Optimization exercise on an open flow, not production practice.
RTL: at most simulated, not proved equivalent.
Power: default activity.

==> flow/design.v, too long to show whole: its modules and the start of the top module <==
// module sys_matmul_stream: 1057 lines
module sys_matmul_stream #(
  parameter int N      = 3,
  parameter int DW     = 8,
  parameter int ACC_W  = 2*DW + $clog2(N),
  parameter int SIGNED = 0
) (
  input  logic             CLK,
  input  logic             rst_n,
  input  logic             vld_in,
  output logic             rdy_in,
  input  logic [DW-1:0]    a,
  input  logic [DW-1:0]    b,
  input  logic             keep,
  output logic             vld_out,
  input  logic             rdy_out,
  output logic [ACC_W-1:0] c,
  output logic             last_out,
  output logic             busy,
  output logic [1:0]       dbg_state
);
  // ...
==> flow/flow/run.sh <==
#!/bin/bash
# Standard layout with a tighter timing-repair target.
echo "export SETUP_SLACK_MARGIN = 5.4" >> config.mk
echo "export ABC_CLOCK_PERIOD_IN_PS = 2500" >> config.mk
bash standard.sh > standard_run.log 2>&1
==> flow/standard.sh <==
#!/bin/bash
# synth_recipe.tcl (not shown) runs the flow's synth.tcl, then flattens the netlist and writes it again
# the make line also repeats each setting of config.mk as NAME=value (left out here)
make -C /OpenROAD-flow-scripts/flow DESIGN_CONFIG=/design/flow/config.mk WORK_HOME=/design/flow/orfs CLKGATE_MAP_FILE= SYNTH_SCRIPT=/design/flow/synth_recipe.tcl "${@:-finish}"
==> flow/config.mk <==
export PLATFORM = sky130hd
export DESIGN_NAME = sys_matmul_stream
export DESIGN_NICKNAME = sys_matmul_stream
export VERILOG_FILES = /design/flow/design.v
export SDC_FILE = /design/flow/constraint.sdc
export NUM_CORES = 4
export LEC_CHECK = 0
export CAP_MARGIN = 20
export CORE_MARGIN = 2
export CORE_UTILIZATION = 40
export SLEW_MARGIN = 20
export SETUP_SLACK_MARGIN = 5.4
export ABC_CLOCK_PERIOD_IN_PS = 2500
==> flow/constraint.sdc <==
create_clock -name core_clock -period 8.0 [get_ports {CLK}]
set_input_delay 1.6000 -clock core_clock [delete_from_list [all_inputs] [get_ports {CLK}]]
set_output_delay 1.6000 -clock core_clock [all_outputs]
set_load 0.01 [all_outputs]
==> run summary, run 1 <==
* Weighted congestion at the end of routability-driven global placement at approximately 0.85
* Number of port buffers at 44
* Design Power at 7.37 mW
* Number of signal-net buffers in the layout at about 120
* Maximum clock frequency at about 340 MHz
* Post CTS Setup Buffer Count at 44
* Antenna violations before repair at 0
* Most common library cells after synthesis: sky130_fd_sc_hd__dfxtp_1 (560), sky130_fd_sc_hd__inv_1 (215), sky130_fd_sc_hd__and2_1 (203)
* Result of the run: timing/DRC/antenna clean
* Sequential cell area at 0.0120 mm2
* End point of the worst hold path: L[3][2]
* Die boundary height at 238 um
* Top metal layer carrying routed signals: met4
* Well Taps at 696
* Part of the power in combinational logic at 0.167
* Synth warnings at 9
* Antenna viol nets, final at 0
* Kind of end point of the critical path: flop
* Number of global-route vias before repair at approximately 14000
* Destination of the worst register-to-register timing path: ra7[1]
* Syn Std Cell Area at 0.0219 mm2
* Cell family with the largest share of critical-path delay: adder cells
* Effective utilization at floorplan at 0.406
* Number of buffers inserted during clock tree synthesis at 57
* Share of the core filled with cells at 0.483
* Max-Slew Margin vs Limit at 0.383
* Maximum number of pins on one net before global-route repair at 57
* GR Layer Usage met2 at 0.313
* Worst-skew pair later-pin latency at 0.62 ns
* Final Skew at about 0.023 ns
* Setup crit start kind: flop
* Combinational-cell power consumption at about 1.2 mW
* Critical-path cell list: buf_4 -> and2_4 -> fa_1 -> fa_1 -> fa_1 -> fa_2
Testbench counts, summed over its fixed seeds: cycles 14,488, items 1,600.
==> run 2: changes to the inputs <==
==> flow/run.sh (new file) <==
#!/bin/bash
# synth_recipe.tcl (not shown) runs the flow's synth.tcl, then flattens the netlist and writes it again
# the make line also repeats each setting of config.mk as NAME=value (left out here)
make -C /OpenROAD-flow-scripts/flow DESIGN_CONFIG=/design/flow/config.mk WORK_HOME=/design/flow/orfs CLKGATE_MAP_FILE= SYNTH_SCRIPT=/design/flow/synth_recipe.tcl finish
--- a/flow/config.mk
+++ b/flow/config.mk
@@ -7,2 +7,3 @@
 export LEC_CHECK = 0
+export ABC_CLOCK_PERIOD_IN_PS = 2800
 export CAP_MARGIN = 20
@@ -10,4 +11,5 @@
 export CORE_UTILIZATION = 40
+export CTS_CLUSTER_DIAMETER = 60
+export CTS_CLUSTER_SIZE = 30
+export SETUP_SLACK_MARGIN = 5
 export SLEW_MARGIN = 20
-export SETUP_SLACK_MARGIN = 5.4
-export ABC_CLOCK_PERIOD_IN_PS = 2500
removed: flow/flow/run.sh
removed: flow/standard.sh
==> run summary, run 2 <==
* Weighted congestion at the end of routability-driven global placement at 0.878 (was 0.852)
* Arrival time at the worst endpoint at 3.43 ns (was 3.38 ns)
* Drt initial violations at 664 (was 733)
* Number of global-route vias before repair at 13700 (was 14100)
* Count of H-tree levels built during CTS at 2 (unchanged)
* Most common library cells after synthesis: sky130_fd_sc_hd__dfxtp_1 (560), sky130_fd_sc_hd__inv_1 (215), sky130_fd_sc_hd__and2_1 (203) (unchanged)
* Type of the most critical hold path: flop to flop (unchanged)
* Slew at the pin closest to its max-slew limit at 1.01 ns (was 0.922 ns)
* Final Critical Period at 2.98 ns (was 2.90 ns)
* Library cell used as clock root buffer: sky130_fd_sc_hd__clkbuf_16 (unchanged)
* Area of the core at 0.0539 mm2 (unchanged)
* Final Hold Violating Endpoints at 0 (unchanged)
* Kind of end point of the critical path: flop (unchanged)
* Worst-skew pair later-pin latency at 0.60 ns (was 0.62 ns)
* Top Ports at 45 (unchanged)
* Slack of the worst reg-to-reg path at 5.02 ns (was 5.10 ns)
* Post-layout net count at 2131 (was 2186)
* Register with the most flip-flops: L (unchanged)
* Count of flip-flops with a built-in enable after synthesis at 24 (unchanged)
* Post-route setup TNS at 0 ns (unchanged)
* Launch instance of the worst min-delay path: W1b1[5] (was L[2][2])
* Destination of the worst register-to-register timing path: ra8[0] (was ra7[1])
* Reported max-cap violation count at 0 (unchanged)
* Antenna viol nets, final at 0 (unchanged)
* Detailed placer's ending HPWL at 34.1 mm (was 33.9 mm)
* Via density at 4.85 (about the same)
* Die boundary height at 238 um (unchanged)
* Worst R2R Path Depth at 7 (was 6)
* Area Growth Syn to Fin at 13.8% (was 18.8%)
* Number of standard cells in the final layout excluding fillers at 2629 (was 2702)
* Commonest register cell after synthesis: sky130_fd_sc_hd__dfxtp_1 (unchanged)
* Maximum clock frequency at 336 MHz (was 345 MHz)
* Register bit total from synthesis at 584 (unchanged)
* Mapped Nets at 2065 (unchanged)
* Launch point of the worst reg-to-reg path: X0[4] (was X0[5])
* DRC violation count after routing at 0 (unchanged)
* Overflow left after global routing at 0 (unchanged)
* Cell total after placement at 2535 (was 2531)
* Commonest non-fill, non-tap cells in the layout: sky130_fd_sc_hd__dfxtp_1 (545), sky130_fd_sc_hd__inv_1 (213), sky130_fd_sc_hd__and2_1 (196), sky130_fd_sc_hd__fa_1 (175), sky130_fd_sc_hd__nand2_1 (152) (was sky130_fd_sc_hd__dfxtp_1 (519), sky130_fd_sc_hd__inv_1 (206), sky130_fd_sc_hd__and2_1 (186), sky130_fd_sc_hd__fa_1 (162), sky130_fd_sc_hd__nand2_1 (151))
* Final Max Slew Viols at 0 (unchanged)
* Yosys top cell area share at 0.512 (unchanged)
* Setup crit start kind: flop (unchanged)
* Chip width at 238 um (unchanged)
* Registers with the most flip-flops: L: 144 flops, R: 72 flops (unchanged)
* Number of library cell types mapped by synthesis at 74 (unchanged)
* Global Route Usage Sum at 0.175 (was 0.179)
* Detailed-route via count at 12700 (was 13100)
* Num Clock Sinks at 584 (unchanged)
* Post-synthesis sequential area ratio at 0.545 (unchanged)
* Syn Std Cell Area at 0.0219 mm2 (unchanged)
* Number of port buffers at 44 (unchanged)
* Effective utilization at floorplan at 0.406 (unchanged)
* End point of the worst hold path: W0b1[5] (was L[3][2])
* CTS Hold Buffers Added at 0 (unchanged)
* Top-count cell post-synth: sky130_fd_sc_hd__dfxtp_1 (unchanged)
* Clock-pin slew on the worst setup and hold paths at 0.11 ns (was 0.06 ns)
* Worst hold path depth at 0 (unchanged)
* Result of the run: timing/DRC/antenna clean (unchanged)
* Placement row count at 85 (unchanged)
* Fraction of registers with async set/reset at 0 (unchanged)
* Final design area excluding fillers at 0.0249 mm2 (was 0.0260 mm2)
* Leading cell type in the layout, fill and taps excluded: sky130_fd_sc_hd__dfxtp_1 (unchanged)
* Fraction of final layout cells with drive strength greater than 1 at 0.118 (was 0.196)
* Post-Route Hold Slack at 0.312 ns (was 0.314 ns)
* Top cells by area, synth: sky130_fd_sc_hd__dfxtp_1 (51%), sky130_fd_sc_hd__fa_1 (16%), sky130_fd_sc_hd__and2_1 (5.8%), sky130_fd_sc_hd__inv_1 (3.7%), sky130_fd_sc_hd__mux2_2 (3.4%) (unchanged)
* Antenna Diode Count at 0 (unchanged)
* Worst Path Class, Setup: flop to flop (unchanged)
* Number of buffers inserted during clock tree synthesis at 38 (was 57)
* First-pass DRT Iterations at 5 (unchanged)
* Power density normalized to cell area at 274 mW/mm2 (was 283 mW/mm2)
* TritonCTS clock tree: done (unchanged)
* Max VDD drop at 0.153 mV (was 0.177 mV)
* Wire length of the first global-routing pass at 77.0 mm (was 78.1 mm)
* Worst EP required at 8.46 ns (was 8.48 ns)
* Share of the core filled with cells at 0.462 (was 0.483)
* Synth warnings at 9 (unchanged)
* Post-placement cell area at 0.0231 mm2 (about the same)
* Final Skew at 0.0349 ns (was 0.0228 ns)
* Routed length per instance at 18.2 um (about the same)
* LEAKAGE at 10.8 nW (was 11.2 nW)
* Final WL at 47.8 mm (was 49.1 mm)
* Number of flip-flops under the largest register name at 144 (unchanged)
* Number of endpoints failing setup at the final stage at 0 (unchanged)
* Synth Area per Inst at 11.9 um2 (unchanged)
* Maximum number of pins on one net before global-route repair at 60 (was 57)
* Full die area at 0.0566 mm2 (unchanged)
* Number of instances in the synthesized netlist at 1838 (unchanged)
* Post-route fraction of the period consumed by the critical path at 0.372 (was 0.363)
* Antenna violations before repair at 0 (unchanged)
* Setup repair after global routing missed its margin: true (unchanged)
* Maximum number of buffers from clock root to sink at 3 (unchanged)
* Max-Slew Margin vs Limit at 0.322 (was 0.383)
* Largest fanout on the critical path at 5 (unchanged)
* Cell type with the largest total area after synthesis: sky130_fd_sc_hd__dfxtp_1 (unchanged)
## run 2: changes by cell type in the layout (fill, tap and decap cells not counted), sizes merged, moves of 3 or more
cell,delta
buf,-58
inv,+10
clkbuf,-37
dlygate4sd2,+23
bufinv,-3
clkinv,-6
## run 2: cells by family after synthesis
group                    Yosys count  share of synthesized area
flip-flops                       584                      0.545
multiplexers                      96                     0.0477
XOR/XNOR                          13                    0.00520
adder cells (fa/ha/maj)          206                      0.178
AND/OR/NAND/NOR                  483                      0.116
AO/OA/AOI/OAI                    187                     0.0608
buffers and inverters            269                     0.0473
## run 2: metal layers
| metal | part of all wire | vias to the layer above | global-route usage |
|---|---|---|---|
| met5 | 0 | - | 0 |
| met4 | 0.035 | 0 | 0.0675 |
| met3 | 0.042 | 95 | 0.0273 |
| met2 | 0.49 | 276 | 0.307 |
| met1 | 0.43 | 6364 | 0.218 |
| li1 | - | 6014 | - |
## run 2: repair_timing
| action | in CTS | in global routing |
|---|---|---|
| pin swaps | 3 | 13 |
| buffers inserted | 21 | 3 |
| resized for setup | 45 | 36 |
| setup endpoints to repair | 52 | 20 |
| gates cloned | 1 | 0 |
## run 2: area by class of cell
type	count	area (um2)
tap	696	871
timing repair buffer	80	748
fill	4863	29000
inverter	215	807
clock buffer	45	1070
clock inverter	24	404
sequential	584	12000
multi-input combinational	985	9070
## run 2: how the worst max path moves through the flow
stage / startpoint / end / slack, ns
global placement: vld_in / c_r[14] / 3.96
global route: X0[4] / ra8[0] / 4.94
CTS: cp[3] / r_dbg0 / 4.98
detailed placement: vld_in / c_r[12] / 3.92
finish: X0[4] / ra8[0] / 5.02
floorplan: vld_in / c_r[10] / 5.10
## run 2: metrics by stage
| stage | power [mW] | worst slack, ns |
|---|---|---|
| final | 6.83 | 5.02 |
| after global routing | 7.31 | 4.94 |
| after CTS | 6.95 | 4.98 |
| after detailed placement | 4.69 | 3.92 |
| after global placement | 4.64 | 3.96 |
| after floorplan | 4.23 | 5.10 |
## run 2: power by group
part,total [mW],internal [mW],switching [mW]
clock network,2.24,1.09,1.15
logic,1.20,0.529,0.674
registers,3.39,3.20,0.185
total,6.83,4.83,2.01
## run 2: worst max-delay path, cell delays in order (launching register included)
cell                       delay (ns)
sky130_fd_sc_hd__edfxtp_1        0.51
sky130_fd_sc_hd__and2_4          0.21
sky130_fd_sc_hd__fa_1            0.53
sky130_fd_sc_hd__inv_1           0.05
sky130_fd_sc_hd__fa_1            0.53
sky130_fd_sc_hd__inv_2           0.05
sky130_fd_sc_hd__fa_1            0.53
sky130_fd_sc_hd__fa_1            0.41
==> run 3: changes to the inputs <==
--- a/flow/config.mk
+++ b/flow/config.mk
@@ -11,4 +11,2 @@
 export CORE_UTILIZATION = 40
-export CTS_CLUSTER_DIAMETER = 60
-export CTS_CLUSTER_SIZE = 30
 export SETUP_SLACK_MARGIN = 5
==> run summary, run 3 <==
* Fraction of final layout cells with drive strength greater than 1 at 0.139 (was 0.118)
* Detailed placer's ending HPWL at 34.1 mm (unchanged)
* Worst EP required at 8.50 ns (was 8.46 ns)
* Worst Setup Slack post-DPL at 3.92 ns (unchanged)
* Registers with the most flip-flops: L: 144 flops, R: 72 flops (unchanged)
* Reported max-cap violation count at 0 (unchanged)
* Buffers plus inverters on the worst setup path at 2 (unchanged)
* Number of instances in the synthesized netlist at 1838 (unchanged)
* Design Power at 7.51 mW (was 6.83 mW)
* Cell family with the largest share of critical-path delay: adder cells (unchanged)
* Final Skew at 0.0301 ns (was 0.0349 ns)
* Setup repair after global routing missed its margin: true (unchanged)
* Critical-path cell list: and2_4 -> fa_1 -> inv_1 -> fa_2 -> inv_2 -> fa_1 -> fa_1 (was and2_4 -> fa_1 -> inv_1 -> fa_1 -> inv_2 -> fa_1 -> fa_1)
* Register with the most flip-flops: L (unchanged)
* Final Max Slew Viols at 0 (unchanged)
* Number of standard cells in the final layout excluding fillers at 2675 (was 2629)
* Leading cell type in the layout, fill and taps excluded: sky130_fd_sc_hd__dfxtp_1 (unchanged)
* Cell total after placement at 2535 (unchanged)
* Setup crit start kind: flop (unchanged)
* Antenna Diode Count at 0 (unchanged)
* TritonCTS clock tree: done (unchanged)
* Post-layout net count at 2156 (was 2131)
* Number of flip-flops under the largest register name at 144 (unchanged)
* Commonest register cell after synthesis: sky130_fd_sc_hd__dfxtp_1 (unchanged)
* Die boundary height at 238 um (unchanged)
* Syn Std Cell Area at 0.0219 mm2 (unchanged)
* Global Route Usage Sum at 0.178 (was 0.175)
* Mapped Nets at 2065 (unchanged)
* Largest fanout on the critical path at 8 (was 5)
* CTS Hold Buffers Added at 0 (unchanged)
* Area of the core at 0.0539 mm2 (unchanged)
* Launch point of the worst reg-to-reg path: X0[7] (was X0[4])
* First-pass DRT Iterations at 6 (was 5)
* Synth warnings at 9 (unchanged)
* Synth Area per Inst at 11.9 um2 (unchanged)
* Crit-path slowest cell: sky130_fd_sc_hd__edfxtp_1 (was sky130_fd_sc_hd__fa_1)
* Top Ports at 45 (unchanged)
* Final Hold Violating Endpoints at 0 (unchanged)
* Max VDD drop at 0.198 mV (was 0.153 mV)
* Placement row count at 85 (unchanged)
* DRC violation count after routing at 0 (unchanged)
* Kind of end point of the critical path: flop (unchanged)
* Slew at the pin closest to its max-slew limit at 0.988 ns (was 1.01 ns)
* Most common library cells after synthesis: sky130_fd_sc_hd__dfxtp_1 (560), sky130_fd_sc_hd__inv_1 (215), sky130_fd_sc_hd__and2_1 (203) (unchanged)
* Routed met2 length at 24.3 mm (was 23.4 mm)
* Clock-pin slew on the worst setup and hold paths at 0.06 ns (was 0.11 ns)
* End point of the worst hold path: L[3][6] (was W0b1[5])
* Worst R2R Path Depth at 7 (unchanged)
* Number of global-route vias before repair at 13900 (was 13700)
* Worst Path Class, Setup: flop to flop (unchanged)
* Top cells by area, synth: sky130_fd_sc_hd__dfxtp_1 (51%), sky130_fd_sc_hd__fa_1 (16%), sky130_fd_sc_hd__and2_1 (5.8%), sky130_fd_sc_hd__inv_1 (3.7%), sky130_fd_sc_hd__mux2_2 (3.4%) (unchanged)
* Maximum number of pins on one net before global-route repair at 60 (unchanged)
* Number of buffers inserted during clock tree synthesis at 58 (was 38)
* Count of flip-flops with a built-in enable after synthesis at 24 (unchanged)
* Power density normalized to cell area at 293 mW/mm2 (was 274 mW/mm2)
* Weighted congestion at the end of routability-driven global placement at 0.878 (unchanged)
* Type of the most critical hold path: flop to flop (unchanged)
* Via density at 4.88 (was 4.85)
* Overflow left after global routing at 0 (unchanged)
* Launch instance of the worst min-delay path: L[2][6] (was W1b1[5])
* Share of the core filled with cells at 0.476 (was 0.462)
* Top metal layer carrying routed signals: met4 (unchanged)
* Post-route setup TNS at 0 ns (unchanged)
* Post-route worst setup slack at 5.03 ns (was 5.02 ns)
* Num Clock Sinks at 584 (unchanged)
* Routed length per instance at 18.4 um (was 18.2 um)
* Detailed-route via count at 13000 (was 12700)
* Commonest non-fill, non-tap cells in the layout: sky130_fd_sc_hd__dfxtp_1 (543), sky130_fd_sc_hd__inv_1 (213), sky130_fd_sc_hd__and2_1 (197), sky130_fd_sc_hd__fa_1 (174), sky130_fd_sc_hd__nand2_1 (152) (was sky130_fd_sc_hd__dfxtp_1 (545), sky130_fd_sc_hd__inv_1 (213), sky130_fd_sc_hd__and2_1 (196), sky130_fd_sc_hd__fa_1 (175), sky130_fd_sc_hd__nand2_1 (152))
* LEAKAGE at 11.1 nW (was 10.8 nW)
* Result of the run: timing/DRC/antenna clean (unchanged)
* Maximum clock frequency at 337 MHz (was 336 MHz)
* Destination of the worst register-to-register timing path: ra8[0] (unchanged)
* Worst hold path depth at 0 (unchanged)
* Worst-skew pair later-pin latency at 0.63 ns (was 0.60 ns)
* Top-count cell post-synth: sky130_fd_sc_hd__dfxtp_1 (unchanged)
* Fraction of registers with async set/reset at 0 (unchanged)
* Wire length of the first global-routing pass at 78.0 mm (was 77.0 mm)
* Post-route fraction of the period consumed by the critical path at 0.371 (was 0.372)
* Register bit total from synthesis at 584 (unchanged)
* Number of port buffers at 44 (unchanged)
* Filler cells at 4806 (was 4863)
* Arrival time at the worst endpoint at 3.46 ns (was 3.43 ns)
* Library cell used as clock root buffer: sky130_fd_sc_hd__clkbuf_16 (unchanged)
* Final Critical Period at 2.97 ns (was 2.98 ns)
* Post-synthesis sequential area ratio at 0.545 (unchanged)
* Cell type with the largest total area after synthesis: sky130_fd_sc_hd__dfxtp_1 (unchanged)
* Maximum number of buffers from clock root to sink at 3 (unchanged)
* Wire length the detailed router placed on met1 at 21.2 mm (was 20.6 mm)
* Largest stage delay on the critical path at 0.54 ns (was 0.53 ns)
* Number of endpoints failing setup at the final stage at 0 (unchanged)
* Area Growth Syn to Fin at 17.2% (was 13.8%)
* Max-Slew Margin vs Limit at 0.339 (was 0.322)
* Number of library cell types mapped by synthesis at 74 (unchanged)
* Yosys top cell area share at 0.512 (unchanged)
* Slack of the worst reg-to-reg path at 5.03 ns (was 5.02 ns)
* Chip width at 238 um (unchanged)
* WL met3 at 2.07 mm (was 2.00 mm)
* Effective utilization at floorplan at 0.406 (unchanged)
* Count of H-tree levels built during CTS at 2 (unchanged)
* Antenna violations before repair at 0 (unchanged)
* Full die area at 0.0566 mm2 (unchanged)
* Critical path's most frequent cell: sky130_fd_sc_hd__fa_1 (unchanged)
* Drt initial violations at 726 (was 664)
* Antenna viol nets, final at 0 (unchanged)
* Final WL at 49.1 mm (was 47.8 mm)
run 3: cell families after synthesis:
group / Yosys count / share of synthesized area
buffers and inverters: 269 / 0.0473
flip-flops: 584 / 0.545
AND/OR/NAND/NOR: 483 / 0.116
adder cells (fa/ha/maj): 206 / 0.178
AO/OA/AOI/OAI: 187 / 0.0608
XOR/XNOR: 13 / 0.00520
multiplexers: 96 / 0.0477
run 3: power by group:
part	leakage (nW)	switching [mW]	internal, mW
clock	1.03	1.18	1.74
combinational	5.28	0.671	0.527
sequential	4.80	0.188	3.21
run 3: cell type report:
type	instances	area, um2	area share
Clock buffer	75	1690	0.0659
Clock inverter	35	443	0.0173
Inverter	215	807	0.0315
Multi-Input combinational cell	985	9070	0.354
Sequential cell	584	12000	0.466
Tap cell	696	871	0.0339
Timing Repair Buffer	85	810	0.0316
run 3: metrics by stage:
step / instance area [um2] / hold WS [ns]
5_1_grt: 25700 / 0.304
4_1_cts: 25400 / 0.298
6_report: 25700 / 0.307
3_3_place_gp: 23100 / 0.310
3_5_place_dp: 23100 / 0.312
2_1_floorplan: 21900 / 0.310
run 3: per-layer routing:
layer  up-vias  track usage
met2       310        0.310
met5         -            0
met4         0       0.0659
met1      6525        0.223
li1       6096            -
met3       110       0.0268
run 3: worst max path at each step:
stage | slack (ns) | startpoint | cells past startpoint | to
after floorplan | 5.10 | vld_in | 8 | c_r[10]
after global placement | 3.96 | vld_in | 10 | c_r[14]
after detailed placement | 3.92 | vld_in | 10 | c_r[12]
after CTS | 4.99 | cp[3] | 10 | r_dbg0
after global routing | 4.96 | X0[7] | 7 | ra8[0]
final | 5.03 | X0[7] | 7 | ra8[0]
run 3: worst reg2reg max path, delay by kind of cell, from the launching register on:
kind                       cells  cell delay (ns)
adders and majority gates      4             1.95
buffers and inverters          2             0.11
DFF                            1             0.54
and+or+nand+nor                1             0.24
run 3: repair_timing:
action | CTS | global route
cloned | 1 | 2
buffers inserted | 15 | 12
setup endpoints to repair | 51 | 17
resized for setup | 42 | 44
pin swaps | 4 | 14
==> run 4: changes to the inputs <==
--- a/flow/config.mk
+++ b/flow/config.mk
@@ -11,2 +11,4 @@
 export CORE_UTILIZATION = 40
+export CTS_CLUSTER_DIAMETER = 100
+export CTS_CLUSTER_SIZE = 25
 export SETUP_SLACK_MARGIN = 5
==> run summary, run 4 <==
* Weighted congestion at the end of routability-driven global placement at 0.878 (unchanged)
* Count of H-tree levels built during CTS at 1 (was 2)
* Wire length of the first global-routing pass at 76.6 mm (was 78.0 mm)
* Worst EP required at 8.47 ns (was 8.50 ns)
* Maximum clock frequency at 339 MHz (was 337 MHz)
* Max VDD drop at 0.145 mV (was 0.198 mV)
* Post-route worst setup slack at 5.05 ns (was 5.03 ns)
* Top Ports at 45 (unchanged)
* Most common library cells after synthesis: sky130_fd_sc_hd__dfxtp_1 (560), sky130_fd_sc_hd__inv_1 (215), sky130_fd_sc_hd__and2_1 (203) (unchanged)
* Kind of end point of the critical path: flop (unchanged)
* Top-count cell post-synth: sky130_fd_sc_hd__dfxtp_1 (unchanged)
* Yosys top cell area share at 0.512 (unchanged)
* Routed length per instance at 18.3 um (was 18.4 um)
* Post-layout net count at 2127 (was 2156)
* Slew at the pin closest to its max-slew limit at 1.01 ns (was 0.988 ns)
* Fraction of final layout cells with drive strength greater than 1 at 0.109 (was 0.139)
* Number of library cell types mapped by synthesis at 74 (unchanged)
* Area of the core at 0.0539 mm2 (unchanged)
* Final Skew at 0.0335 ns (was 0.0301 ns)
* Number of standard cells in the final layout excluding fillers at 2608 (was 2675)
* Number of port buffers at 44 (unchanged)
* Register bit total from synthesis at 584 (unchanged)
* Number of flip-flops under the largest register name at 144 (unchanged)
* Worst-skew pair later-pin latency at 0.61 ns (was 0.63 ns)
* Detailed placer's ending HPWL at 34.1 mm (unchanged)
* Final WL at 47.8 mm (was 49.1 mm)
* Post-route setup TNS at 0 ns (unchanged)
* Arrival time at the worst endpoint at 3.42 ns (was 3.46 ns)
* Worst Setup Slack post-DPL at 3.92 ns (unchanged)
* Cell total after placement at 2535 (unchanged)
* Maximum number of pins on one net before global-route repair at 60 (unchanged)
* Setup crit start kind: flop (unchanged)
* Final design area excluding fillers at 0.0244 mm2 (was 0.0257 mm2)
* Effective utilization at floorplan at 0.406 (unchanged)
* Number of endpoints failing setup at the final stage at 0 (unchanged)
* Post-placement cell area at 0.0231 mm2 (unchanged)
* Die boundary height at 238 um (unchanged)
* Library cell used as clock root buffer: sky130_fd_sc_hd__clkbuf_16 (unchanged)
* Top cells by area, synth: sky130_fd_sc_hd__dfxtp_1 (51%), sky130_fd_sc_hd__fa_1 (16%), sky130_fd_sc_hd__and2_1 (5.8%), sky130_fd_sc_hd__inv_1 (3.7%), sky130_fd_sc_hd__mux2_2 (3.4%) (unchanged)
* Max-Slew Margin vs Limit at 0.323 (was 0.339)
* DRC violation count after routing at 0 (unchanged)
* Antenna viol nets, final at 0 (unchanged)
* First-pass DRT Iterations at 5 (was 6)
* Full die area at 0.0566 mm2 (unchanged)
* Synth warnings at 9 (unchanged)
* Worst Path Class, Setup: flop to flop (unchanged)
* Reported max-cap violation count at 0 (unchanged)
* Area Growth Syn to Fin at 11.3% (was 17.2%)
* Final Critical Period at 2.95 ns (was 2.97 ns)
* Chip width at 238 um (unchanged)
* Number of global-route vias before repair at 13600 (was 13900)
* Post-Route Hold Slack at 0.327 ns (was 0.307 ns)
* Mapped Nets at 2065 (unchanged)
* Maximum number of buffers from clock root to sink at 3 (unchanged)
* Clock-pin slew on the worst setup and hold paths at 0.10 ns (was 0.06 ns)
* LEAKAGE at 10.5 nW (was 11.1 nW)
* Drt initial violations at 634 (was 726)
* Post-synthesis sequential area ratio at 0.545 (unchanged)
* Fraction of registers with async set/reset at 0 (unchanged)
* Result of the run: timing/DRC/antenna clean (unchanged)
* CTS Hold Buffers Added at 0 (unchanged)
* Setup repair after global routing missed its margin: true (unchanged)
* Num Clock Sinks at 584 (unchanged)
* Leading cell type in the layout, fill and taps excluded: sky130_fd_sc_hd__dfxtp_1 (unchanged)
* Commonest non-fill, non-tap cells in the layout: sky130_fd_sc_hd__dfxtp_1 (544), sky130_fd_sc_hd__inv_1 (213), sky130_fd_sc_hd__and2_1 (197), sky130_fd_sc_hd__fa_1 (173), sky130_fd_sc_hd__nand2_1 (151) (was sky130_fd_sc_hd__dfxtp_1 (543), sky130_fd_sc_hd__inv_1 (213), sky130_fd_sc_hd__and2_1 (197), sky130_fd_sc_hd__fa_1 (174), sky130_fd_sc_hd__nand2_1 (152))
* Antenna violations before repair at 0 (unchanged)
* Power density normalized to cell area at 253 mW/mm2 (was 293 mW/mm2)
* Overflow left after global routing at 0 (unchanged)
* Final Hold Violating Endpoints at 0 (unchanged)
* Post-route fraction of the period consumed by the critical path at 0.369 (was 0.371)
* Syn Std Cell Area at 0.0219 mm2 (unchanged)
* Final Max Slew Viols at 0 (unchanged)
* Antenna Diode Count at 0 (unchanged)
* Design Power at 6.17 mW (was 7.51 mW)
* Registers with the most flip-flops: L: 144 flops, R: 72 flops (unchanged)
* Type of the most critical hold path: flop to flop (unchanged)
* TritonCTS clock tree: done (unchanged)
* Number of buffers inserted during clock tree synthesis at 28 (was 58)
* Detailed-route via count at 12700 (was 13000)
* Register with the most flip-flops: L (unchanged)
* Cell type with the largest total area after synthesis: sky130_fd_sc_hd__dfxtp_1 (unchanged)
* Global Route Usage Sum at 0.173 (was 0.178)
* Count of flip-flops with a built-in enable after synthesis at 24 (unchanged)
* Commonest register cell after synthesis: sky130_fd_sc_hd__dfxtp_1 (unchanged)
* Placement row count at 85 (unchanged)
* Number of instances in the synthesized netlist at 1838 (unchanged)
* Via density at 4.86 (was 4.88)
* Share of the core filled with cells at 0.452 (was 0.476)
* Largest fanout on the critical path at 7 (was 8)
* Synth Area per Inst at 11.9 um2 (unchanged)
run 4: cell counts after synthesis:
Identical to the previous run, type by type.
run 4: final timing paths:
kind         startpoint      end  slack (ns)  cells past startpoint
max reg2reg       X0[6]   ra8[0]        5.05                      7
max               X0[6]   ra8[0]        5.05                      7
min reg2reg     W1b1[5]  W0b1[5]        0.33                      0
min             W1b1[5]  W0b1[5]        0.33                      0
run 4: worst max-delay path: stages, from the launching register on:
cell and delay (ns):
sky130_fd_sc_hd__edfxtp_1 0.52, sky130_fd_sc_hd__and2_4 0.20, sky130_fd_sc_hd__fa_1 0.53, sky130_fd_sc_hd__inv_1 0.05, sky130_fd_sc_hd__fa_1 0.51, sky130_fd_sc_hd__inv_2 0.05, sky130_fd_sc_hd__fa_1 0.53, sky130_fd_sc_hd__fa_1 0.41
run 4: what timing repair did:
| action | 4_1_cts | 5_1_grt |
|---|---|---|
| pin swaps | 4 | 13 |
| buffers inserted | 17 | 12 |
| cloned | 1 | 1 |
| endpoints found under the setup margin | 52 | 17 |
| resized for setup | 44 | 45 |
| endpoints found under the hold margin | 0 | 0 |
run 4: area by class of cell:
type	instances	area, um2
multi-input combinational	985	9090
inverter	215	807
clock inverter	5	47.5
fill	4940	29600
tap	696	871
sequential	584	12000
timing repair buffer	86	823
clock buffer	37	766
run 4: kinds of logic (layout without fill, tap and decap cells):
kind of cell               after synthesis  after routing  synth area share
AOI/OAI and AO/OA                      187            187            0.0608
xor gates and xnor gates                13             13           0.00520
adders and majority gates              206            206             0.178
buffers and inverters                  269            343            0.0473
DFF                                    584            584             0.545
muxes                                   96             96            0.0477
and+or+nand+nor                        483            483             0.116
run 4: layer usage:
metal,global-route usage,vias to the layer above,part of all wire,wire length (um)
met5,0,-,0,0
met4,0.0476,0,0.028,1340
met3,0.0224,75,0.038,1800
met2,0.306,262,0.49,23600
met1,0.222,6352,0.44,21100
li1,-,5983,-,-
run 4: power by group:
group	switching (mW)	internal [mW]
combinational	0.673	0.531
sequential	0.184	3.20
clock	0.900	0.683
total	1.76	4.42
==> run 5: changes to the inputs <==
--- a/flow/config.mk
+++ b/flow/config.mk
@@ -10,3 +10,3 @@
 export CORE_MARGIN = 2
-export CORE_UTILIZATION = 40
+export CORE_UTILIZATION = 55
 export CTS_CLUSTER_DIAMETER = 100
==> run summary, run 5 <==
* Final Skew at 0.0209 ns (was 0.0335 ns)
* Number of library cell types mapped by synthesis at 74 (unchanged)
* Die boundary height at 204 um (was 238 um)
* CTS Hold Buffers Added at 0 (unchanged)
* Overflow left after global routing at 0 (unchanged)
* Count of H-tree levels built during CTS at 1 (unchanged)
* Registers with the most flip-flops: L: 144 flops, R: 72 flops (unchanged)
* Commonest register cell after synthesis: sky130_fd_sc_hd__dfxtp_1 (unchanged)
* LEAKAGE at 10.4 nW (was 10.5 nW)
* Commonest non-fill, non-tap cells in the layout: sky130_fd_sc_hd__dfxtp_1 (541), sky130_fd_sc_hd__inv_1 (214), sky130_fd_sc_hd__and2_1 (198), sky130_fd_sc_hd__fa_1 (175), sky130_fd_sc_hd__nand2_1 (153) (was sky130_fd_sc_hd__dfxtp_1 (544), sky130_fd_sc_hd__inv_1 (213), sky130_fd_sc_hd__and2_1 (197), sky130_fd_sc_hd__fa_1 (173), sky130_fd_sc_hd__nand2_1 (151))
* Post-route fraction of the period consumed by the critical path at 0.367 (was 0.369)
* Top Ports at 45 (unchanged)
* Effective utilization at floorplan at 0.554 (was 0.406)
* Post-layout net count at 2132 (was 2127)
* Critical-path cell list: and2_4 -> fa_1 -> fa_1 -> fa_1 -> fa_1 (was and2_4 -> fa_1 -> inv_1 -> fa_1 -> inv_2 -> fa_1 -> fa_1)
* Crit-path slowest cell: sky130_fd_sc_hd__fa_1 (unchanged)
* Fraction of final layout cells with drive strength greater than 1 at 0.103 (was 0.109)
* Kind of end point of the critical path: flop (unchanged)
* Synth Area per Inst at 11.9 um2 (unchanged)
* Setup repair after global routing missed its margin: true (unchanged)
* Detailed-route via count at 12600 (was 12700)
* Drt initial violations at 879 (was 634)
* Critical path's most frequent cell: sky130_fd_sc_hd__fa_1 (unchanged)
* Antenna violations before repair at 0 (unchanged)
* Filler cells at 3284 (was 4940)
* Top cells by area, synth: sky130_fd_sc_hd__dfxtp_1 (51%), sky130_fd_sc_hd__fa_1 (16%), sky130_fd_sc_hd__and2_1 (5.8%), sky130_fd_sc_hd__inv_1 (3.7%), sky130_fd_sc_hd__mux2_2 (3.4%) (unchanged)
* Maximum number of buffers from clock root to sink at 3 (unchanged)
* Post-placement cell area at 0.0228 mm2 (was 0.0231 mm2)
* Launch instance of the worst min-delay path: L[4][12] (was W1b1[5])
* Slew at the pin closest to its max-slew limit at 1.03 ns (was 1.01 ns)
* Final Critical Period at 2.94 ns (was 2.95 ns)
* Count of flip-flops with a built-in enable after synthesis at 24 (unchanged)
* Worst hold path depth at 0 (unchanged)
* Post-route worst setup slack at 5.06 ns (was 5.05 ns)
* Yosys top cell area share at 0.512 (unchanged)
* Top-count cell post-synth: sky130_fd_sc_hd__dfxtp_1 (unchanged)
* Wire length of the first global-routing pass at 74.3 mm (was 76.6 mm)
* Final Max Slew Viols at 0 (unchanged)
* Launching element of the worst setup path: X0[7] (was X0[6])
* Type of the most critical hold path: flop to flop (unchanged)
* Arrival time at the worst endpoint at 3.39 ns (was 3.42 ns)
* Fraction of registers with async set/reset at 0 (unchanged)
* Antenna viol nets, final at 0 (unchanged)
* Destination of the worst register-to-register timing path: ra9[0] (was ra8[0])
* Final Hold Violating Endpoints at 0 (unchanged)
* Number of endpoints failing setup at the final stage at 0 (unchanged)
* Final WL at 46.7 mm (was 47.8 mm)
* Worst Path Class, Setup: flop to flop (unchanged)
* Mapped Nets at 2065 (unchanged)
* Global Route Usage Sum at 0.234 (was 0.173)
* Launch point of the worst reg-to-reg path: X0[7] (was X0[6])
* Final design area excluding fillers at 0.0240 mm2 (was 0.0244 mm2)
* Maximum clock frequency at 341 MHz (was 339 MHz)
* Clock-pin slew on the worst setup and hold paths at 0.09 ns (was 0.10 ns)
* Setup crit start kind: flop (unchanged)
* Number of buffers inserted during clock tree synthesis at 27 (was 28)
* Largest stage delay on the critical path at 0.60 ns (was 0.53 ns)
* Worst EP required at 8.46 ns (was 8.47 ns)
* Result of the run: timing/DRC/antenna clean (unchanged)
* Slack of the worst reg-to-reg path at 5.06 ns (was 5.05 ns)
* First-pass DRT Iterations at 10 (was 5)
* Worst-skew pair later-pin latency at 0.58 ns (was 0.61 ns)
* Number of global-route vias before repair at 13300 (was 13600)
* Synth warnings at 9 (unchanged)
* Syn Std Cell Area at 0.0219 mm2 (unchanged)
* Full die area at 0.0414 mm2 (was 0.0566 mm2)
* Area of the core at 0.0395 mm2 (was 0.0539 mm2)
* End point of the worst hold path: L[5][12] (was W0b1[5])
* Routed length per instance at 19.2 um (was 18.3 um)
* Register bit total from synthesis at 584 (unchanged)
* TritonCTS clock tree: done (unchanged)
* Placement row count at 73 (was 85)
* Leading cell type in the layout, fill and taps excluded: sky130_fd_sc_hd__dfxtp_1 (unchanged)
* Antenna Diode Count at 0 (unchanged)
* Weighted congestion at the end of routability-driven global placement at 0.854 (was 0.878)
* Area Growth Syn to Fin at 9.41% (was 11.3%)
* Max VDD drop at 0.199 mV (was 0.145 mV)
* Number of flip-flops under the largest register name at 144 (unchanged)
* Num Clock Sinks at 584 (unchanged)
* Worst R2R Path Depth at 5 (was 7)
* Max-Slew Margin vs Limit at 0.310 (was 0.323)
* Maximum number of pins on one net before global-route repair at 57 (was 60)
* Most common library cells after synthesis: sky130_fd_sc_hd__dfxtp_1 (560), sky130_fd_sc_hd__inv_1 (215), sky130_fd_sc_hd__and2_1 (203) (unchanged)
* Worst Setup Slack post-DPL at 4.02 ns (was 3.92 ns)
* Post-synthesis sequential area ratio at 0.545 (unchanged)
* Number of port buffers at 44 (unchanged)
* Detailed placer's ending HPWL at 33.9 mm (was 34.1 mm)
* DRC violation count after routing at 0 (unchanged)
* Post-route setup TNS at 0 ns (unchanged)
* Register with the most flip-flops: L (unchanged)
* Via density at 5.18 (was 4.86)
* Largest fanout on the critical path at 5 (was 7)
* Number of instances in the synthesized netlist at 1838 (unchanged)
* Reported max-cap violation count at 0 (unchanged)
* Library cell used as clock root buffer: sky130_fd_sc_hd__clkbuf_16 (unchanged)
* Chip width at 204 um (was 238 um)
* Cell type with the largest total area after synthesis: sky130_fd_sc_hd__dfxtp_1 (unchanged)
* Power density normalized to cell area at 254 mW/mm2 (was 253 mW/mm2)
## run 5: per-layer routing
layer	GRT usage	wire length, um	vias to the layer above
met4	0.0636	1340	0
met2	0.412	23200	264
li1	-	-	5986
met3	0.0286	1840	80
met1	0.304	20200	6281
met5	0	0	-
## run 5: cells by family after synthesis
| family | Yosys count | share of synthesized area |
|---|---|---|
| flops | 584 | 0.545 |
| simple gates | 483 | 0.116 |
| buf+inv | 269 | 0.0473 |
| fa+ha+maj | 206 | 0.178 |
| compound gates | 187 | 0.0608 |
| mux | 96 | 0.0477 |
| xor+xnor | 13 | 0.00520 |
## run 5: timing repair
action                                 CTS  global route
endpoints found under the hold margin    0             0
pin swaps                                3            10
setup buffers                           10            29
resized for setup                       32            37
setup endpoints to repair               76            30
cloned                                   1             0
## run 5: worst max-delay path, delay by kind of cell, from the launching register on
kind / cells / cell delay [ns]
flip-flops: 1 / 0.53
AND/OR/NAND/NOR: 1 / 0.20
adder cells (fa/ha/maj): 4 / 2.10
## run 5: worst max path at each step
stage	end	slack [ns]	depth (start not counted)
global placement	r_dbg0	4.11	8
detailed placement	r_dbg0	4.02	8
global route	r_dbg0	4.96	9
CTS	r_dbg0	4.98	8
floorplan	c_r[10]	5.10	8
finish	ra9[0]	5.06	5
## run 5: layout make-up
| cell class | count | area (um2) | share of cell area |
|---|---|---|---|
| clock buffer | 31 | 691 | 0.0288 |
| clock inverter | 2 | 20.0 | 0.000836 |
| inverter | 215 | 807 | 0.0337 |
| multi-input combinational | 986 | 9040 | 0.377 |
| sequential | 584 | 12000 | 0.499 |
| tap | 525 | 657 | 0.0274 |
| timing repair buffer | 91 | 782 | 0.0326 |
## run 5: power by group
part	internal, mW	switching [mW]	total, mW
clock network	0.616	0.860	1.48
logic	0.539	0.680	1.22
registers	3.20	0.180	3.38
total	4.36	1.72	6.08
## run 5: through the flow
stage	instances	total power, mW	hold WS [ns]	util
after floorplan	1838	4.23	0.310	-
after detailed placement	2361	4.70	0.312	0.577
after global routing	2434	6.51	0.333	0.606
final	2434	6.08	0.322	0.606
after global placement	2361	4.66	0.310	0.577
after CTS	2405	6.17	0.326	0.597
==> run 6: changes to the inputs <==
--- a/flow/config.mk
+++ b/flow/config.mk
@@ -10,5 +10,5 @@
 export CORE_MARGIN = 2
-export CORE_UTILIZATION = 55
+export CORE_UTILIZATION = 40
 export CTS_CLUSTER_DIAMETER = 100
-export CTS_CLUSTER_SIZE = 25
+export CTS_CLUSTER_SIZE = 30
 export SETUP_SLACK_MARGIN = 5
==> run summary, run 6 <==
* Worst Path Class, Setup: flop to flop (unchanged)
* Mapped Nets at 2065 (unchanged)
* Overflow left after global routing at 0 (unchanged)
* Worst EP required at 8.47 ns (was 8.46 ns)
* Post-route fraction of the period consumed by the critical path at 0.370 (was 0.367)
* Top Ports at 45 (unchanged)
* Footprint of the multi-input gates at 0.00908 mm2 (was 0.00904 mm2)
* Top-count cell post-synth: sky130_fd_sc_hd__dfxtp_1 (unchanged)
* Placement row count at 85 (was 73)
* Leading cell type in the layout, fill and taps excluded: sky130_fd_sc_hd__dfxtp_1 (unchanged)
* Critical path's most frequent cell: sky130_fd_sc_hd__fa_1 (unchanged)
* Clock-pin slew on the worst setup and hold paths at 0.10 ns (was 0.09 ns)
* Num Clock Sinks at 584 (unchanged)
* Detailed-route via count at 12700 (was 12600)
* Setup repair after global routing missed its margin: true (unchanged)
* Count of H-tree levels built during CTS at 1 (unchanged)
* Full die area at 0.0566 mm2 (was 0.0414 mm2)
* First-pass DRT Iterations at 5 (was 10)
* Top cells by area, synth: sky130_fd_sc_hd__dfxtp_1 (51%), sky130_fd_sc_hd__fa_1 (16%), sky130_fd_sc_hd__and2_1 (5.8%), sky130_fd_sc_hd__inv_1 (3.7%), sky130_fd_sc_hd__mux2_2 (3.4%) (unchanged)
* Setup crit start kind: flop (unchanged)
* TritonCTS clock tree: done (unchanged)
* Syn Std Cell Area at 0.0219 mm2 (unchanged)
* Count of flip-flops with a built-in enable after synthesis at 24 (unchanged)
* Number of instances in the synthesized netlist at 1838 (unchanged)
* Type of the most critical hold path: flop to flop (unchanged)
* Worst-skew pair later-pin latency at 0.58 ns (about the same)
* Commonest non-fill, non-tap cells in the layout: sky130_fd_sc_hd__dfxtp_1 (544), sky130_fd_sc_hd__inv_1 (213), sky130_fd_sc_hd__and2_1 (198), sky130_fd_sc_hd__fa_1 (175), sky130_fd_sc_hd__nand2_1 (152) (was sky130_fd_sc_hd__dfxtp_1 (541), sky130_fd_sc_hd__inv_1 (214), sky130_fd_sc_hd__and2_1 (198), sky130_fd_sc_hd__fa_1 (175), sky130_fd_sc_hd__nand2_1 (153))
* Weighted congestion at the end of routability-driven global placement at 0.878 (was 0.854)
* Wire length of the first global-routing pass at 76.2 mm (was 74.3 mm)
* Global Route Usage Sum at 0.172 (was 0.234)
* Sw Ratio at 0.288 (was 0.283)
* Result of the run: timing/DRC/antenna clean (unchanged)
* Commonest register cell after synthesis: sky130_fd_sc_hd__dfxtp_1 (unchanged)
* Worst Setup Slack post-DPL at 3.92 ns (was 4.02 ns)
* Kind of end point of the critical path: flop (unchanged)
* Maximum number of buffers from clock root to sink at 3 (unchanged)
* Synth warnings at 9 (unchanged)
* Chip width at 238 um (was 204 um)
* Max-Slew Margin vs Limit at 0.335 (was 0.310)
* Final Critical Period at 2.96 ns (was 2.94 ns)
* Most common library cells after synthesis: sky130_fd_sc_hd__dfxtp_1 (560), sky130_fd_sc_hd__inv_1 (215), sky130_fd_sc_hd__and2_1 (203) (unchanged)
* Number of global-route vias before repair at 13500 (was 13300)
* Arrival time at the worst endpoint at 3.43 ns (was 3.39 ns)
* Maximum number of pins on one net before global-route repair at 60 (was 57)
* Fraction of registers with async set/reset at 0 (unchanged)
* Largest stage delay on the critical path at 0.55 ns (was 0.60 ns)
* Number of flip-flops under the largest register name at 144 (unchanged)
* Slew at the pin closest to its max-slew limit at 0.994 ns (was 1.03 ns)
* DRC violation count after routing at 0 (unchanged)
* Power share of the clock group at 0.246 (was 0.243)
* Internal power component at 4.33 mW (was 4.36 mW)
* Total net switching power at 1.75 mW (was 1.72 mW)
* Crit-path slowest cell: sky130_fd_sc_hd__fa_1 (unchanged)
* LEAKAGE at 10.4 nW (about the same)
* Final Skew at 0.0210 ns (was 0.0209 ns)
* Number of buffers inserted during clock tree synthesis at 25 (was 27)
* Largest fanout on the critical path at 8 (was 5)
* Number of endpoints failing setup at the final stage at 0 (unchanged)
* Detailed placer's ending HPWL at 34.1 mm (was 33.9 mm)
* Reported max-cap violation count at 0 (unchanged)
* Post-layout net count at 2117 (was 2132)
* Register with the most flip-flops: L (unchanged)
* Area Growth Syn to Fin at 10.4% (was 9.41%)
* Via density at 4.89 (was 5.18)
* Post-Route Hold Slack at 0.328 ns (was 0.322 ns)
* Registers with the most flip-flops: L: 144 flops, R: 72 flops (unchanged)
* Sequential cell area at 0.0120 mm2 (about the same)
* Filler cells at 4953 (was 3284)
* Max VDD drop at 0.170 mV (was 0.199 mV)
* Final WL at 47.4 mm (was 46.7 mm)
* Antenna viol nets, final at 0 (unchanged)
* Cell type with the largest total area after synthesis: sky130_fd_sc_hd__dfxtp_1 (unchanged)
* Post-route setup TNS at 0 ns (unchanged)
* Die boundary height at 238 um (was 204 um)
* Number of library cell types mapped by synthesis at 74 (unchanged)
* Critical-path cell list: and2_1 -> fa_1 -> inv_1 -> fa_1 -> inv_2 -> fa_1 -> fa_1 (was and2_4 -> fa_1 -> fa_1 -> fa_1 -> fa_1)
* Antenna violations before repair at 0 (unchanged)
* Synth Area per Inst at 11.9 um2 (unchanged)
* Routed length per instance at 18.3 um (was 19.2 um)
* Sequential cell fraction of total power at 0.557 (was 0.556)
* Area of the core at 0.0539 mm2 (was 0.0395 mm2)
* Maximum clock frequency at 338 MHz (was 341 MHz)
* Library cell used as clock root buffer: sky130_fd_sc_hd__clkbuf_16 (unchanged)
* Final Max Slew Viols at 0 (unchanged)
* Post-synthesis sequential area ratio at 0.545 (unchanged)
* Power density normalized to cell area at 252 mW/mm2 (was 254 mW/mm2)
* Effective utilization at floorplan at 0.406 (was 0.554)
* Antenna Diode Count at 0 (unchanged)
* Register bit total from synthesis at 584 (unchanged)
* Post-route worst setup slack at 5.04 ns (was 5.06 ns)
* Yosys top cell area share at 0.512 (unchanged)
* Part of the power in combinational logic at 0.197 (was 0.201)
* Fraction of final layout cells with drive strength greater than 1 at 0.101 (was 0.103)
* Number of port buffers at 44 (unchanged)
* Drt initial violations at 671 (was 879)
* Design Power at 6.08 mW (about the same)
* Final Hold Violating Endpoints at 0 (unchanged)
## run 6: cell counts after synthesis
Identical to the previous run, type by type.
## run 6: what timing repair did
action | CTS | global route
gates cloned | 1 | 0
endpoints found under the hold margin | 0 | 0
resized for setup | 45 | 38
buffers inserted | 16 | 7
pin swaps | 5 | 9
setup endpoints to repair | 51 | 17
hold buffers | 0 | 0
## run 6: cell families (layout without fill, tap and decap cells)
logic type                 count (synthesis)  count (layout)  synth area share
buffers and inverters                    269             329            0.0473
xor gates and xnor gates                  13              13           0.00520
adders and majority gates                206             206             0.178
AOI/OAI and AO/OA                        187             187            0.0608
and+or+nand+nor                          483             483             0.116
DFF                                      584             584             0.545
muxes                                     96              96            0.0477
## run 6: final timing paths
| kind | from | endpoint | slack, ns | cells past startpoint |
|---|---|---|---|---|
| max reg2reg | Y1[6] | ra8[0] | 5.04 | 7 |
| min | W1b1[3] | W0b1[3] | 0.33 | 0 |
| min reg2reg | W1b1[3] | W0b1[3] | 0.33 | 0 |
| max | Y1[6] | ra8[0] | 5.04 | 7 |
## run 6: power groups by stage
| stage | Clock (mW) | Combinational, mW | Sequential (mW) |
|---|---|---|---|
| CTS | 1.56 | 1.24 | 3.39 |
| floorplan | 0 | 0.866 | 3.37 |
| global route | 1.66 | 1.45 | 3.42 |
| detailed placement | 0 | 1.23 | 3.46 |
| finish | 1.50 | 1.20 | 3.39 |
| global placement | 0 | 1.19 | 3.45 |
## run 6: critical path, delay by kind of cell (launching register included)
| kind | cells | cell delay (ns) |
|---|---|---|
| adders and majority gates | 4 | 2.02 |
| buffers and inverters | 2 | 0.11 |
| DFF | 1 | 0.46 |
| and+or+nand+nor | 1 | 0.26 |
## run 6: through the flow
| step | utilization | std cells | cell area [um2] |
|---|---|---|---|
| final | 0.448 | 2594 | 24200 |
| after global routing | 0.448 | 2594 | 24200 |
| after CTS | 0.445 | 2587 | 24000 |
| after detailed placement | 0.428 | 2535 | 23100 |
| after global placement | 0.428 | 2535 | 23100 |
| after floorplan | - | 1838 | 21900 |
## run 6: cell type report
class | instances | share of cell area
sequential | 584 | 0.495
timing repair buffer | 79 | 0.0302
multi-input combinational | 985 | 0.376
clock inverter | 7 | 0.00373
clock buffer | 28 | 0.0264
tap | 696 | 0.0360
inverter | 215 | 0.0334
## run 6: per-layer routing
| layer | part of all wire | up-vias | GRT usage |
|---|---|---|---|
| met3 | 0.043 | 62 | 0.0224 |
| met1 | 0.43 | 6358 | 0.221 |
| met4 | 0.026 | 0 | 0.0438 |
| met2 | 0.50 | 298 | 0.305 |
| met5 | 0 | - | 0 |
| li1 | - | 5956 | - |
==> run 7: changes to the inputs <==
==> flow/flow/run.sh (new file) <==
#!/bin/bash
set -euo pipefail
cat >> config.mk <<'CFG'
export SETUP_SLACK_MARGIN = 5.3
export BUFFER_PORTS_ARGS = -buffer_cell sky130_fd_sc_hd__buf_2
CFG
bash standard.sh > standard_run.log 2>&1
==> flow/standard.sh (new file) <==
#!/bin/bash
# synth_recipe.tcl (not shown) runs the flow's synth.tcl, then flattens the netlist and writes it again
# the make line also repeats each setting of config.mk as NAME=value (left out here)
make -C /OpenROAD-flow-scripts/flow DESIGN_CONFIG=/design/flow/config.mk WORK_HOME=/design/flow/orfs CLKGATE_MAP_FILE= SYNTH_SCRIPT=/design/flow/synth_recipe.tcl "${@:-finish}"
--- a/flow/config.mk
+++ b/flow/config.mk
@@ -10,6 +10,7 @@
 export CORE_MARGIN = 2
-export CORE_UTILIZATION = 40
+export CORE_UTILIZATION = 55
 export CTS_CLUSTER_DIAMETER = 100
 export CTS_CLUSTER_SIZE = 30
-export SETUP_SLACK_MARGIN = 5
 export SLEW_MARGIN = 20
+export SETUP_SLACK_MARGIN = 5.3
+export BUFFER_PORTS_ARGS = -buffer_cell sky130_fd_sc_hd__buf_2
removed: flow/run.sh
==> run summary, run 7 <==
* Worst Path Class, Setup: flop to flop (unchanged)
* TritonCTS clock tree: done (unchanged)
* Number of library cell types mapped by synthesis at 74 (unchanged)
* Routed length per instance at 19.6 um (was 18.3 um)
* Slew at the pin closest to its max-slew limit at 0.934 ns (was 0.994 ns)
* Top-count cell post-synth: sky130_fd_sc_hd__dfxtp_1 (unchanged)
* Chip width at 204 um (was 238 um)
* Post-route fraction of the period consumed by the critical path at 0.361 (was 0.370)
* Antenna viol nets, final at 0 (unchanged)
* Clock-pin slew on the worst setup and hold paths at 0.11 ns (was 0.10 ns)
* Kind of end point of the critical path: flop (unchanged)
* Largest stage delay on the critical path at 0.53 ns (was 0.55 ns)
* Type of the most critical hold path: flop to flop (unchanged)
* Register bit total from synthesis at 584 (unchanged)
* Launch instance of the worst min-delay path: L[6][15] (was W1b1[3])
* Detailed placer's ending HPWL at 33.9 mm (was 34.1 mm)
* Weighted congestion at the end of routability-driven global placement at 0.853 (was 0.878)
* LEAKAGE at 10.4 nW (about the same)
* Number of global-route vias before repair at 13600 (was 13500)
* Num Clock Sinks at 584 (unchanged)
* Count of flip-flops with a built-in enable after synthesis at 24 (unchanged)
* Area Growth Syn to Fin at 9.85% (was 10.4%)
* Setup repair after global routing missed its margin: true (unchanged)
* Top Ports at 45 (unchanged)
* Mapped Nets at 2065 (unchanged)
* Library cell used as clock root buffer: sky130_fd_sc_hd__clkbuf_16 (unchanged)
* Synth Area per Inst at 11.9 um2 (unchanged)
* Area of the core at 0.0395 mm2 (was 0.0539 mm2)
* Final Critical Period at 2.89 ns (was 2.96 ns)
* Cell type with the largest total area after synthesis: sky130_fd_sc_hd__dfxtp_1 (unchanged)
* Share of the core filled with cells at 0.608 (was 0.448)
* Count of H-tree levels built during CTS at 1 (unchanged)
* Placement row count at 73 (was 85)
* Launch point of the worst reg-to-reg path: X0[5] (was Y1[6])
* Launching element of the worst setup path: X0[5] (was Y1[6])
* Drt initial violations at 938 (was 671)
* Critical-path cell list: and2_4 -> fa_1 -> inv_2 -> fa_2 -> inv_1 -> fa_2 -> fa_1 (was and2_1 -> fa_1 -> inv_1 -> fa_1 -> inv_2 -> fa_1 -> fa_1)
* Antenna violations before repair at 0 (unchanged)
* Post-layout net count at 2137 (was 2117)
* Commonest non-fill, non-tap cells in the layout: sky130_fd_sc_hd__dfxtp_1 (528), sky130_fd_sc_hd__inv_1 (203), sky130_fd_sc_hd__and2_1 (187), sky130_fd_sc_hd__fa_1 (157), sky130_fd_sc_hd__nand2_1 (150) (was sky130_fd_sc_hd__dfxtp_1 (544), sky130_fd_sc_hd__inv_1 (213), sky130_fd_sc_hd__and2_1 (198), sky130_fd_sc_hd__fa_1 (175), sky130_fd_sc_hd__nand2_1 (152))
* Max-Slew Margin vs Limit at 0.375 (was 0.335)
* Maximum number of buffers from clock root to sink at 3 (unchanged)
* Post-route setup TNS at 0 ns (unchanged)
* Max VDD drop at 0.219 mV (was 0.170 mV)
* Maximum number of pins on one net before global-route repair at 57 (was 60)
* Worst EP required at 8.46 ns (was 8.47 ns)
* Commonest register cell after synthesis: sky130_fd_sc_hd__dfxtp_1 (unchanged)
* Wire length of the first global-routing pass at 75.7 mm (was 76.2 mm)
* Number of endpoints failing setup at the final stage at 0 (unchanged)
* Most common library cells after synthesis: sky130_fd_sc_hd__dfxtp_1 (560), sky130_fd_sc_hd__inv_1 (215), sky130_fd_sc_hd__and2_1 (203) (unchanged)
* Final Max Slew Viols at 0 (unchanged)
* Number of instances in the synthesized netlist at 1838 (unchanged)
* Synth warnings at 9 (unchanged)
* Worst-skew pair later-pin latency at 0.57 ns (was 0.58 ns)
* Post-synthesis sequential area ratio at 0.545 (unchanged)
* Overflow left after global routing at 0 (unchanged)
* Maximum clock frequency at 347 MHz (was 338 MHz)
* Number of port buffers at 44 (unchanged)
* Final WL at 47.9 mm (was 47.4 mm)
* Via density at 5.25 (was 4.89)
* Syn Std Cell Area at 0.0219 mm2 (unchanged)
* Top cells by area, synth: sky130_fd_sc_hd__dfxtp_1 (51%), sky130_fd_sc_hd__fa_1 (16%), sky130_fd_sc_hd__and2_1 (5.8%), sky130_fd_sc_hd__inv_1 (3.7%), sky130_fd_sc_hd__mux2_2 (3.4%) (unchanged)
* DRC violation count after routing at 0 (unchanged)
* First-pass DRT Iterations at 5 (unchanged)
* Effective utilization at floorplan at 0.554 (was 0.406)
* Number of flip-flops under the largest register name at 144 (unchanged)
* Crit-path slowest cell: sky130_fd_sc_hd__edfxtp_1 (was sky130_fd_sc_hd__fa_1)
* Die boundary height at 204 um (was 238 um)
* Filler cells at 3190 (was 4953)
* Register with the most flip-flops: L (unchanged)
* Result of the run: timing/DRC/antenna clean (unchanged)
* Setup crit start kind: flop (unchanged)
* Power density normalized to cell area at 250 mW/mm2 (was 252 mW/mm2)
* Leading cell type in the layout, fill and taps excluded: sky130_fd_sc_hd__dfxtp_1 (unchanged)
* Full die area at 0.0414 mm2 (was 0.0566 mm2)
* Fraction of final layout cells with drive strength greater than 1 at 0.166 (was 0.101)
* Detailed-route via count at 12800 (was 12700)
* Fraction of registers with async set/reset at 0 (unchanged)
* Registers with the most flip-flops: L: 144 flops, R: 72 flops (unchanged)
* Reported max-cap violation count at 0 (unchanged)
* Final Skew at 0.0152 ns (was 0.0210 ns)
* Antenna Diode Count at 0 (unchanged)
* Number of buffers inserted during clock tree synthesis at 23 (was 25)
* Largest fanout on the critical path at 7 (was 8)
* Yosys top cell area share at 0.512 (unchanged)
* Final Hold Violating Endpoints at 0 (unchanged)
* Global Route Usage Sum at 0.239 (was 0.172)
* Arrival time at the worst endpoint at 3.35 ns (was 3.43 ns)
run 7: final timing paths:
check | slack, ns | cells past startpoint | endpoint
worst min register to register | 0.33 | 0 | L[7][15]
worst max-delay path | 5.11 | 7 | ra8[0]
worst min-delay path | 0.33 | 0 | L[7][15]
worst max register to register | 5.11 | 7 | ra8[0]
run 7: critical path, delay by kind of cell (launching register included):
| kind | cells | cell delay [ns] |
|---|---|---|
| buf+inv | 2 | 0.10 |
| fa+ha+maj | 4 | 1.94 |
| simple gates | 1 | 0.20 |
| flops | 1 | 0.53 |
run 7: cell families (layout without fill, tap and decap cells):
group	count (synthesis)	in the layout	synth area share
AO/OA/AOI/OAI	187	187	0.0608
buffers and inverters	269	347	0.0473
AND/OR/NAND/NOR	483	483	0.116
adder cells (fa/ha/maj)	206	206	0.178
multiplexers	96	96	0.0477
flip-flops	584	584	0.545
XOR/XNOR	13	13	0.00520
run 7: per-layer routing:
layer | up-vias | GRT usage | wire length, um
met5 | - | 0 | 0
met4 | 0 | 0.0759 | 1390
met3 | 88 | 0.0339 | 2100
met2 | 310 | 0.413 | 23700
met1 | 6424 | 0.312 | 20800
li1 | 5995 | - | -
run 7: area by class of cell:
type	count	area, um2	share of cell area
clock buffer	29	598	0.0249
clock inverter	2	23.8	0.000988
multi-input combinational	985	9240	0.384
timing repair buffer	101	729	0.0303
sequential	584	12000	0.499
inverter	215	807	0.0336
tap	525	657	0.0273
run 7: metrics by stage:
stage | setup slack, ns | hold slack [ns] | instances | instance area, um2 | total power, mW
after floorplan | 5.21 | 0.310 | 1838 | 21900 | 4.23
after global placement | 4.21 | 0.310 | 2359 | 22600 | 4.66
after detailed placement | 4.12 | 0.312 | 2359 | 22600 | 4.70
after CTS | 5.11 | 0.334 | 2426 | 23700 | 6.10
after global routing | 5.06 | 0.339 | 2441 | 24100 | 6.45
final | 5.11 | 0.330 | 2441 | 24100 | 6.02
run 7: power by group:
part           switching, mW  internal, mW  leakage (nW)  total [mW]
clock network          0.852         0.537         0.298        1.39
registers              0.182          3.20          4.81        3.38
logic                  0.692         0.550          5.29        1.24
total                   1.73          4.29          10.4        6.02
run 7: what timing repair did:
item	in CTS	in global routing
resized for setup	69	62
buffers inserted	36	15
setup endpoints to repair	73	50
hold buffers	0	0
pin swaps	30	37
==> run 8: changes to the inputs <==
==> flow/flow/run.sh (replaced) <==
#!/bin/bash
set -euo pipefail
cat >> config.mk <<'CFG'
export SETUP_SLACK_MARGIN = 5.6
export BUFFER_PORTS_ARGS = -buffer_cell sky130_fd_sc_hd__buf_4
CFG
bash standard.sh > standard_run.log 2>&1
--- a/flow/config.mk
+++ b/flow/config.mk
@@ -14,3 +14,3 @@
 export SLEW_MARGIN = 20
-export SETUP_SLACK_MARGIN = 5.3
-export BUFFER_PORTS_ARGS = -buffer_cell sky130_fd_sc_hd__buf_2
+export SETUP_SLACK_MARGIN = 5.6
+export BUFFER_PORTS_ARGS = -buffer_cell sky130_fd_sc_hd__buf_4
==> run summary, run 8 <==
* Power density normalized to cell area at 244 mW/mm2 (was 250 mW/mm2)
* Count of flip-flops with a built-in enable after synthesis at 24 (unchanged)
* Count of H-tree levels built during CTS at 1 (unchanged)
* Fraction of final layout cells with drive strength greater than 1 at 0.224 (was 0.166)
* Total net switching power at 1.75 mW (was 1.73 mW)
* Antenna viol nets, final at 0 (unchanged)
* Post-synthesis sequential area ratio at 0.545 (unchanged)
* Worst-skew pair later-pin latency at 0.59 ns (was 0.57 ns)
* Final Critical Period at 2.91 ns (was 2.89 ns)
* Area Growth Syn to Fin at 13.6% (was 9.85%)
* Top-count cell post-synth: sky130_fd_sc_hd__dfxtp_1 (unchanged)
* Via density at 5.18 (was 5.25)
* Power share of the clock group at 0.238 (was 0.231)
* TritonCTS clock tree: done (unchanged)
* Yosys top cell area share at 0.512 (unchanged)
* Number of global-route vias before repair at 13500 (was 13600)
* Final WL at 48.7 mm (was 47.9 mm)
* Drt initial violations at 696 (was 938)
* Met1 Track Usage GR at 0.320 (was 0.312)
* Registers with the most flip-flops: L: 144 flops, R: 72 flops (unchanged)
* Final design area excluding fillers at 0.0249 mm2 (was 0.0241 mm2)
* Result of the run: timing/DRC/antenna clean (unchanged)
* Routed length per instance at 19.6 um (about the same)
* Top Ports at 45 (unchanged)
* Synth Area per Inst at 11.9 um2 (unchanged)
* Number of flip-flops under the largest register name at 144 (unchanged)
* Final Skew at 0.0323 ns (was 0.0152 ns)
* Maximum number of buffers from clock root to sink at 3 (unchanged)
* Crit-path slowest cell: sky130_fd_sc_hd__fa_2 (was sky130_fd_sc_hd__edfxtp_1)
* Num Clock Sinks at 584 (unchanged)
* Cell type with the largest total area after synthesis: sky130_fd_sc_hd__dfxtp_1 (unchanged)
* Worst R2R Path Depth at 6 (was 7)
* Kind of end point of the critical path: flop (unchanged)
* Weighted congestion at the end of routability-driven global placement at 0.863 (was 0.853)
* Detailed-route via count at 12900 (was 12800)
* Effective utilization at floorplan at 0.554 (unchanged)
* Number of instances in the synthesized netlist at 1838 (unchanged)
* Setup crit start kind: flop (unchanged)
* Placement row count at 73 (unchanged)
* Register bit total from synthesis at 584 (unchanged)
* Type of the most critical hold path: flop to flop (unchanged)
* Sequential cell fraction of total power at 0.559 (was 0.562)
* Internal power component at 4.33 mW (was 4.29 mW)
* Share of the core filled with cells at 0.629 (was 0.608)
* LEAKAGE at 10.7 nW (was 10.4 nW)
* Number of buffers inserted during clock tree synthesis at 24 (was 23)
* Post-layout net count at 2176 (was 2137)
* DRC violation count after routing at 0 (unchanged)
* Part of the power in combinational logic at 0.203 (was 0.207)
* Global Route Usage Sum at 0.242 (was 0.239)
* Largest stage delay on the critical path at 0.55 ns (was 0.53 ns)
* Met3 Resource Use GR at 0.0267 (was 0.0339)
* Commonest non-fill, non-tap cells in the layout: sky130_fd_sc_hd__dfxtp_1 (502), sky130_fd_sc_hd__inv_1 (197), sky130_fd_sc_hd__and2_1 (172), sky130_fd_sc_hd__nand2_1 (150), sky130_fd_sc_hd__fa_1 (141) (was sky130_fd_sc_hd__dfxtp_1 (528), sky130_fd_sc_hd__inv_1 (203), sky130_fd_sc_hd__and2_1 (187), sky130_fd_sc_hd__fa_1 (157), sky130_fd_sc_hd__nand2_1 (150))
* Most common library cells after synthesis: sky130_fd_sc_hd__dfxtp_1 (560), sky130_fd_sc_hd__inv_1 (215), sky130_fd_sc_hd__and2_1 (203) (unchanged)
* Critical path's most frequent cell: sky130_fd_sc_hd__fa_2
* Max-Slew Margin vs Limit at 0.474 (was 0.375)
* Gr busiest metal: met2 (unchanged)
* Maximum number of pins on one net before global-route repair at 57 (unchanged)
* Library cell used as clock root buffer: sky130_fd_sc_hd__clkbuf_16 (unchanged)
* Slew at the pin closest to its max-slew limit at 0.783 ns (was 0.934 ns)
* Antenna Diode Count at 0 (unchanged)
* Syn Std Cell Area at 0.0219 mm2 (unchanged)
* Setup repair after global routing missed its margin: true (unchanged)
* Sequential cell area at 0.0120 mm2 (about the same)
* Maximum clock frequency at 344 MHz (was 347 MHz)
* Leading cell type in the layout, fill and taps excluded: sky130_fd_sc_hd__dfxtp_1 (unchanged)
* Filler cells at 3190 (unchanged)
* First-pass DRT Iterations at 7 (was 5)
* Full die area at 0.0414 mm2 (unchanged)
* Area of the core at 0.0395 mm2 (unchanged)
* GR Layer Usage met2 at 0.422 (was 0.413)
[run 8: cell types whose count changed in the layout (fill, tap and decap cells not counted), sizes merged]
cell      before  now
buf          101  138
clkbuf        29   30
clkinv         1    3
clkinvlp       1    0
inv          215  216
nor2          34   35
[run 8: final timing paths]
check	startpoint	end	slack, ns
setup / recovery	X0[5]	ra7[1]	5.09
hold reg to reg	L[1][13]	L[2][13]	0.33
setup reg to reg	X0[5]	ra7[1]	5.09
hold / removal	L[1][13]	L[2][13]	0.33
[run 8: repair_timing]
action	in CTS	in global routing
resized for setup	164	69
gates cloned	0	1
pin swaps	39	39
setup endpoints to repair	133	118
hold buffers	0	0
endpoints found under the hold margin	0	0
setup buffers	75	12
[run 8: metrics by stage]
step	power (mW)	instances	worst slack, ns
2_1_floorplan	4.24	1838	5.23
5_1_grt	6.50	2482	5.05
3_5_place_dp	4.68	2360	4.24
6_report	6.07	2482	5.09
4_1_cts	6.15	2469	5.11
3_3_place_gp	4.64	2360	4.31
[run 8: power groups by stage]
stage / clock network, mW / registers [mW] / logic, mW
floorplan: 0 / 3.37 / 0.877
global placement: 0 / 3.46 / 1.18
detailed placement: 0 / 3.46 / 1.21
CTS: 1.49 / 3.40 / 1.26
global route: 1.60 / 3.43 / 1.47
finish: 1.45 / 3.40 / 1.23
[run 8: final cells by class]
type / count / area share
Sequential cell: 584 / 0.483
Multi-Input combinational cell: 986 / 0.379
Timing Repair Buffer: 138 / 0.0504
Inverter: 215 / 0.0326
Tap cell: 525 / 0.0264
Clock buffer: 30 / 0.0251
Clock inverter: 4 / 0.00297
[run 8: cells by family after synthesis]
kind of cell,synth area share
AO/OA/AOI/OAI,0.0608
multiplexers,0.0477
buffers and inverters,0.0473
adder cells (fa/ha/maj),0.178
AND/OR/NAND/NOR,0.116
flip-flops,0.545
XOR/XNOR,0.00520
[run 8: critical path: cells and delay by family (launching register included)]
family,cells,cell delay (ns)
flops,1,0.50
simple gates,1,0.15
fa+ha+maj,4,1.94
buf+inv,1,0.19
[run 8: layer usage]
metal  routed length, um  up-vias
met2               24300      273
li1                    -     6079
met3                1740       82
met4                1320        0
met5                   0        -
met1               21400     6423
